This design comes from an exercise in tuning for small area and a short achievable clock period on the open sky130 flow, not from production work.
RTL that was checked went through simulation tests only; none was proved equivalent to the original.

==> flow/design.v (excerpt) <==
module lms_weight_updater #(
    parameter int unsigned NUM_TAPS   = lms_pkg::NUM_TAPS,
    parameter int unsigned WEIGHT_W   = lms_pkg::WEIGHT_W,
    parameter int unsigned MU_SHIFT   = lms_pkg::MU_SHIFT,
    parameter int unsigned LEAK_SHIFT = lms_pkg::LEAK_SHIFT
) (
    input  logic                        clk_in,
    input  logic                        rst_n_in,
    input  lms_pkg::sample_t            sample_in,
    input  logic                        sample_ready,
    input  lms_pkg::sample_t            error_in,
    input  logic                        error_ready,
    input  logic                        freeze_in,
    output logic signed [WEIGHT_W-1:0]  weight_out,
    output logic [$clog2(NUM_TAPS)-1:0] weight_idx_out,
    output logic                        weight_valid_out,
    output logic                        busy_out,
    output logic                        done_out,
    output logic                        overrun_out
);
    localparam int unsigned IDX_W = $clog2(NUM_TAPS);
    localparam int unsigned CNT_W = IDX_W + 1;
    localparam int unsigned QW    = 86;
    logic                       upd;         
    logic                       dn;          
    logic                       wz;          
    logic [CNT_W-1:0]           hist_n;      
    logic                       pend_valid;  
    logic                       samp_push;   
    lms_pkg::sample_t           samp_q;
    logic [7:0]                 e_one, e_two, e_neg;    
    logic signed [WEIGHT_W-1:0] ring [0:NUM_TAPS-1];
    logic                       start;
    logic                       last;
    logic                       buf_wr_en;
    lms_pkg::sample_t           buf_wr_data;
    logic                       hist_add;
    logic [IDX_W-1:0]           rd_base;
  ...
Size in the first run: ~3200 cells after synthesis, about 1400 flip-flops.
==> flow/config.mk <==
export PLATFORM = sky130hd
export DESIGN_NAME = lms_weight_updater
export DESIGN_NICKNAME = lms_weight_updater
export VERILOG_FILES = /design/flow/design.v
export SDC_FILE = /design/flow/constraint.sdc
export NUM_CORES = 4
export LEC_CHECK = 0
export CAP_MARGIN = 20
export CORE_MARGIN = 2
export CORE_UTILIZATION = 40
export SLEW_MARGIN = 20
==> flow/constraint.sdc <==
create_clock -name core_clock -period 14.0 [get_ports {clk_in}]
set_input_delay 2.8000 -clock core_clock [delete_from_list [all_inputs] [get_ports {clk_in}]]
set_output_delay 2.8000 -clock core_clock [all_outputs]
set_load 0.01 [all_outputs]
standard.sh (not shown) runs the stock make flow with config.mk's settings and CLKGATE_MAP_FILE= SYNTH_SCRIPT=/design/flow/synth_recipe.tcl, a recipe that flattens the netlist after the stock synthesis.
==> flow/flow/run.sh <==
#!/bin/bash
# The standard layout, with timing repair aimed well below the clock period.
set -euo pipefail
export SETUP_SLACK_MARGIN=10.5
bash standard.sh > flow.log 2>&1
The first run finished clean.
Next try:
--- a/flow/flow/run.sh
+++ b/flow/flow/run.sh
@@ -4 +4,2 @@
-export SETUP_SLACK_MARGIN=10.5
+export SETUP_SLACK_MARGIN=9.5
+export BUFFER_PORTS_ARGS="-buffer_cell sky130_fd_sc_hd__buf_4"
Settings changed: CTS_BUF_LIST set to sky130_fd_sc_hd__clkbuf_8, CTS_CLUSTER_SIZE set to 24.
=> Area after synthesis stays the same; core utilization went down by 5.0 points; routed wire length falls by 9.5%; setup slack improved by 68 ps; final area falls by 9.8%; global-route usage went down by 0.91 points; clock skew goes up by 9.1 ps; clock-buffer cell count rises by 38; via count falls by 5.9%; fmax went up by 1.5%.
Next try:
Settings changed: CTS_BUF_LIST sky130_fd_sc_hd__clkbuf_8 to sky130_fd_sc_hd__clkbuf_16, CTS_CLUSTER_DIAMETER set to 100, CTS_CLUSTER_SIZE 24 to 30.
=> Final cell count goes down by a few percent; register-to-register slack loses 20 ps; worst hold slack is about the same; design area goes down by a few percent.
Next try:
Settings changed: CORE_UTILIZATION 40 to 55, CTS_CLUSTER_DIAMETER 100 to 120, CTS_CLUSTER_SIZE 30 to 24.
=>
- The changed run finished clean
- routed wire length came out higher by 3.9%
- non-clock buffer count came out higher by 34
- sequential share of layout area came out lower by 0.42 points
- global-route usage came out higher by 7.5 points
- setup slack degrades by 59 ps
- design area came out higher by 0.60%
Next try:
Settings changed: CORE_UTILIZATION 55 to 40, CTS_CLUSTER_DIAMETER 120 to 150, CTS_CLUSTER_SIZE 24 to 30.
What happened: Wire length goes down by 3.9%; setup slack improved by 47 ps; maximum frequency goes up by 1.1%; sequential cell count is unchanged; non-clock buffer count goes down by 39; via count goes down by 1.4%; utilization goes down by 17 points; final cell count goes up by 9.8%; synthesized area stays the same; die area goes up by 37%.
No run of this note included a check of the RTL's function; only the layout flow was run.

v28:
lms_weight_updater again, from the RTL that the note above started with.
clock: 14.0 ns
lec_check: 0
abc_area: 1
cap_margin: 20
core_margin: 2
core_utilization: 40
cts_buf_list: sky130_fd_sc_hd__clkbuf_16
cts_cluster_diameter: 120
cts_cluster_size: 24
slew_margin: 20
==> flow/flow/run.sh <==
#!/bin/bash
# The standard layout, with timing repair aimed well below the clock period.
set -euo pipefail
export SETUP_SLACK_MARGIN=9.5
export BUFFER_PORTS_ARGS="-buffer_cell sky130_fd_sc_hd__buf_4"
bash standard.sh > flow.log 2>&1
#### Input delta (v6 over v28)
# v28
export LEC_CHECK = 0
export ABC_AREA = 1
export CAP_MARGIN = 20
export CORE_MARGIN = 2
export CORE_UTILIZATION = 40
export CTS_BUF_LIST = sky130_fd_sc_hd__clkbuf_16
export CTS_CLUSTER_DIAMETER = 120
export CTS_CLUSTER_SIZE = 24
export SLEW_MARGIN = 20
create_clock -name core_clock -period 14.0 [get_ports {clk_in}]
# v6
export LEC_CHECK = 0
export CAP_MARGIN = 20
export CORE_MARGIN = 2
export CORE_UTILIZATION = 40
export SLEW_MARGIN = 20
create_clock -name core_clock -period 14.0 [get_ports {clk_in}]
-- flow/flow/run.sh --
<<< v28, line 5
export BUFFER_PORTS_ARGS="-buffer_cell sky130_fd_sc_hd__buf_4"
>>> v6, line 5
Findings:
- Quantity of I/O buffers inserted on ports came out exactly the same in v28 and v6.
- [v6] initial antenna violation count rose 4 relative to v28
- Comparing first-pass iteration count of the detailed router for v28 and v6, the smaller number came from v28.
- Compared to v28, v6 leaves less free space in the core.
- Compared with v28, in v6 post-layout instance area rose by about 3.6%, routed wire length higher, number of gates given a new drive strength after cts moved up.
- v6 ends up with a global-route usage that is 1.1 points higher than in v28.
- v6: portion of netlist area occupied by mux cells is 1.3 points higher than what v28 reported.
Input-level comparison between v56 and v6:
# v6
export LEC_CHECK = 0
export CAP_MARGIN = 20
export CORE_MARGIN = 2
export CORE_UTILIZATION = 40
export SLEW_MARGIN = 20
create_clock -name core_clock -period 14.0 [get_ports {clk_in}]
# v56
export LEC_CHECK = 0
export CAP_MARGIN = 20
export CORE_MARGIN = 2
export CORE_UTILIZATION = 40
export CTS_BUF_LIST = sky130_fd_sc_hd__clkbuf_8
export CTS_CLUSTER_DIAMETER = 100
export CTS_CLUSTER_SIZE = 16
export SLEW_MARGIN = 20
create_clock -name core_clock -period 14.0 [get_ports {clk_in}]
-- flow/flow/run.sh --
<<< v6, line 5
>>> v56, line 5
export BUFFER_PORTS_ARGS="-buffer_cell sky130_fd_sc_hd__buf_4"
Results
- Worst setup slack for v56 is higher than for v6.
- Between v56 and v6, it is v56 whose worst slack at placement is higher, by 0.62 ns.
- v56 vs. v6: pin count of the biggest net entering global routing went down, post-layout instance count excluding filler cells went down.
- Measured against each other, v56 and v6 differ in H-tree depth, the higher figure coming from v6.
- Wire length on met2, v56 and v6, lower one = v56.
- Detailed-placement wirelength estimate delta (v56 − v6): favourable
- On final wirelength: between v56 and v6, it ends up higher for v6.
- Compared with v6, v56 shows mean routed wirelength per cell lower by 0.40%.
[inputs] v50 vs v56
# v56
export LEC_CHECK = 0
export CAP_MARGIN = 20
export CORE_MARGIN = 2
export CORE_UTILIZATION = 40
export CTS_BUF_LIST = sky130_fd_sc_hd__clkbuf_8
export CTS_CLUSTER_DIAMETER = 100
export CTS_CLUSTER_SIZE = 16
export SLEW_MARGIN = 20
create_clock -name core_clock -period 14.0 [get_ports {clk_in}]
# v50
export LEC_CHECK = 0
export CAP_MARGIN = 20
export CORE_MARGIN = 2
export CORE_UTILIZATION = 40
export CTS_BUF_LIST = sky130_fd_sc_hd__clkbuf_8
export CTS_CLUSTER_SIZE = 24
export SLEW_MARGIN = 20
create_clock -name core_clock -period 14.0 [get_ports {clk_in}]
-- flow/flow/run.sh --
<<< v56, line 5
export BUFFER_PORTS_ARGS="-buffer_cell sky130_fd_sc_hd__buf_4"
>>> v50, line 5
==> comparison <==
- Total track usage (higher): v50
- In v50, the maximum frequency from static timing analysis came out 0.46% above the value in v56.
- Minimum clock period, v56 and v50: higher on v56
- Taking v56 as the reference point, the total number of nets in the final design of v50 rises by 204.
- [compare] base=v56 new=v50: routed length per placed instance went down 0.33 um, non-clock buffer count up 88.
- Cell area | v50 vs v56 | v50 larger
- Of v56 and v50, v56 shows the lower maximum number of pins on one net before global-route repair, with v50 above it.
For v23, these inputs were changed with respect to v50:
# v50
export LEC_CHECK = 0
export CAP_MARGIN = 20
export CORE_MARGIN = 2
export CORE_UTILIZATION = 40
export CTS_BUF_LIST = sky130_fd_sc_hd__clkbuf_8
export CTS_CLUSTER_SIZE = 24
export SLEW_MARGIN = 20
create_clock -name core_clock -period 14.0 [get_ports {clk_in}]
# v23
export LEC_CHECK = 0
export CAP_MARGIN = 20
export CORE_MARGIN = 2
export CORE_UTILIZATION = 40
export CTS_BUF_LIST = sky130_fd_sc_hd__clkbuf_16
export CTS_CLUSTER_DIAMETER = 120
export CTS_CLUSTER_SIZE = 24
export SLEW_MARGIN = 20
create_clock -name core_clock -period 14.0 [get_ports {clk_in}]
-- flow/flow/run.sh --
<<< v50, line 5
>>> v23, line 5
export BUFFER_PORTS_ARGS="-buffer_cell sky130_fd_sc_hd__buf_4"
## What came out
Having completed the whole flow, v50 delivered a layout that passed the timing, DRC and antenna checks.
v23: done, clean on timing, DRC and antenna
Run comparison: v50 kind of critical path in2reg; v23 kind of critical path reg2reg
Summary of v23 over v50: number of cell instances on the worst register-to-register path decreased 5, fraction of met2 tracks used by global routing saw a decrease, cell area reported after detailed placement now sits lower, number of DRC violations after detailed-routing iteration 0 dropped 2.9%.
Final area, v23 vs v50: down by a few percent
Cmp v50 and v23 / clock-cell share of area / higher: v50
v23 reports a lower share of the core filled with cells in the final layout than v50 does.
Between v50 and v23, the flow reports final cell count decreasing by a few percent.
Looking at global-route usage across v50 and v23, the one that comes out higher is v50.
Wire length in v23 vs v50: down about 5%
No run of this note included a check of the RTL's function; only the layout flow was run.

== fjord ==
lms_weight_updater, a different RTL version from the one above (not shown whole).
Size in the first run: ~3200 cells after synthesis, roughly 1400 flip-flops, roughly 70 I/O pins.
==> flow/design.v (excerpt) <==
module lms_weight_updater #(
    parameter int unsigned NUM_TAPS   = lms_pkg::NUM_TAPS,
    parameter int unsigned WEIGHT_W   = lms_pkg::WEIGHT_W,
    parameter int unsigned MU_SHIFT   = lms_pkg::MU_SHIFT,
    parameter int unsigned LEAK_SHIFT = lms_pkg::LEAK_SHIFT
) (
    input  logic                        clk_in,
    input  logic                        rst_n_in,
    input  lms_pkg::sample_t            sample_in,
    input  logic                        sample_ready,
    input  lms_pkg::sample_t            error_in,
    input  logic                        error_ready,
    input  logic                        freeze_in,
    output logic signed [WEIGHT_W-1:0]  weight_out,
    output logic [$clog2(NUM_TAPS)-1:0] weight_idx_out,
    output logic                        weight_valid_out,
    output logic                        busy_out,
    output logic                        done_out,
    output logic                        overrun_out
);
Settings: LEC_CHECK=0, CAP_MARGIN=20, CORE_MARGIN=2, CORE_UTILIZATION=40, CTS_BUF_LIST=sky130_fd_sc_hd__clkbuf_16, CTS_CLUSTER_DIAMETER=120, CTS_CLUSTER_SIZE=24, SLEW_MARGIN=20; clock period 14.0 ns.
==> flow/flow/run.sh <==
#!/bin/bash
# The standard layout (standard.sh, unchanged synthesis and steps), with
# ORFS's timing repair asked to leave 9.5 ns of setup slack at the design's
# clock period, so that it keeps working on paths well inside the period.
set -euo pipefail
export SETUP_SLACK_MARGIN=9.7
# Port buffers: a plain buffer rather than the cell buffer_ports picks by itself.
export BUFFER_PORTS_ARGS="-buffer_cell sky130_fd_sc_hd__buf_4"
bash standard.sh > flow.log 2>&1
Relative to fjord, the following input files were edited for juniper:
Settings: clearing CTS_CLUSTER_DIAMETER, which used to be 120; swapping sky130_fd_sc_hd__clkbuf_16 for sky130_fd_sc_hd__clkbuf_8 in CTS_BUF_LIST.
-- flow/flow/run.sh --
<<< fjord, line 5
set -euo pipefail
export SETUP_SLACK_MARGIN=9.7
# Port buffers: a plain buffer rather than the cell buffer_ports picks by itself.
>>> juniper, line 5
set -euo pipefail
export SETUP_SLACK_MARGIN=9.5
# Port buffers: a plain buffer rather than the cell buffer_ports picks by itself.
==> comparison <==
The flow did not stop early for juniper: all stages ran, and the layout cleared the timing, DRC and antenna checks.
Looking at most crowded layer after global routing, the met1 result is from juniper; the met2 one comes from fjord.
Taking fjord as the reference, in juniper headroom to the max-slew limit picked up an extra 1.3 points.
Diff fjord -> juniper | global-route wire length before repair | up slightly
Setup TNS: fjord vs juniper identical
Comparing juniper with fjord, the wire length came out essentially unchanged.
Sequential share of layout area: lower on juniper
Taking fjord as the reference, in juniper area added between synthesis and finish rose by 1.1 points; slew at the pin closest to its max-slew limit fell by 0.020 ns.

## static timing again, ports no longer ideal
No port has a modelled driver above. Below, the same layouts with a new extraction and two added sets of constraints. Step 1: set_driving_cell puts a clkbuf_16 on clk_in and a buf_2 on each other input, an assumption about the parent block. Step 2, shift: input delay + t, output delay - t, t = (earliest + latest rising clock arrival at the registers) / 2. This alone moves slack from input paths to output paths. a / b / c = no drivers / after step 1 / after step 2; a / b = the first two.
run | t (ns) | setup slack, ns | worst setup path at the end
the first run of note 1 | 0.837 | 9.477 / 9.507 / 8.670 | input to register
the second run of note 1 | 0.950 | 9.545 / 9.564 / 8.614 | input to register
the third run of note 1 | 0.763 | 9.548 / 9.552 / 8.793 | input to register
the fourth run of note 1 | 0.722 | 9.489 / 9.407 / 8.685 | input to register
the fifth run of note 1 | 0.758 | 9.536 / 9.529 / 8.771 | input to register
v28 | 0.778 | 9.477 / 9.441 / 8.663 | input to register
v6 | 0.828 | 9.484 / 9.501 / 8.693 | input to register
v56 | 0.895 | 9.499 / 9.499 / 8.742 | input to register
v50 | 0.979 | 9.520 / 9.538 / 8.589 | input to register
v23 | 0.750 | 9.533 / 9.533 / 8.807 | input to register
fjord | 0.746 | 9.453 / 9.383 / 8.637 | input to register
juniper | 0.998 | 9.514 / 9.463 / 8.586 | input to register
After both steps setup and hold are still met in every run listed.
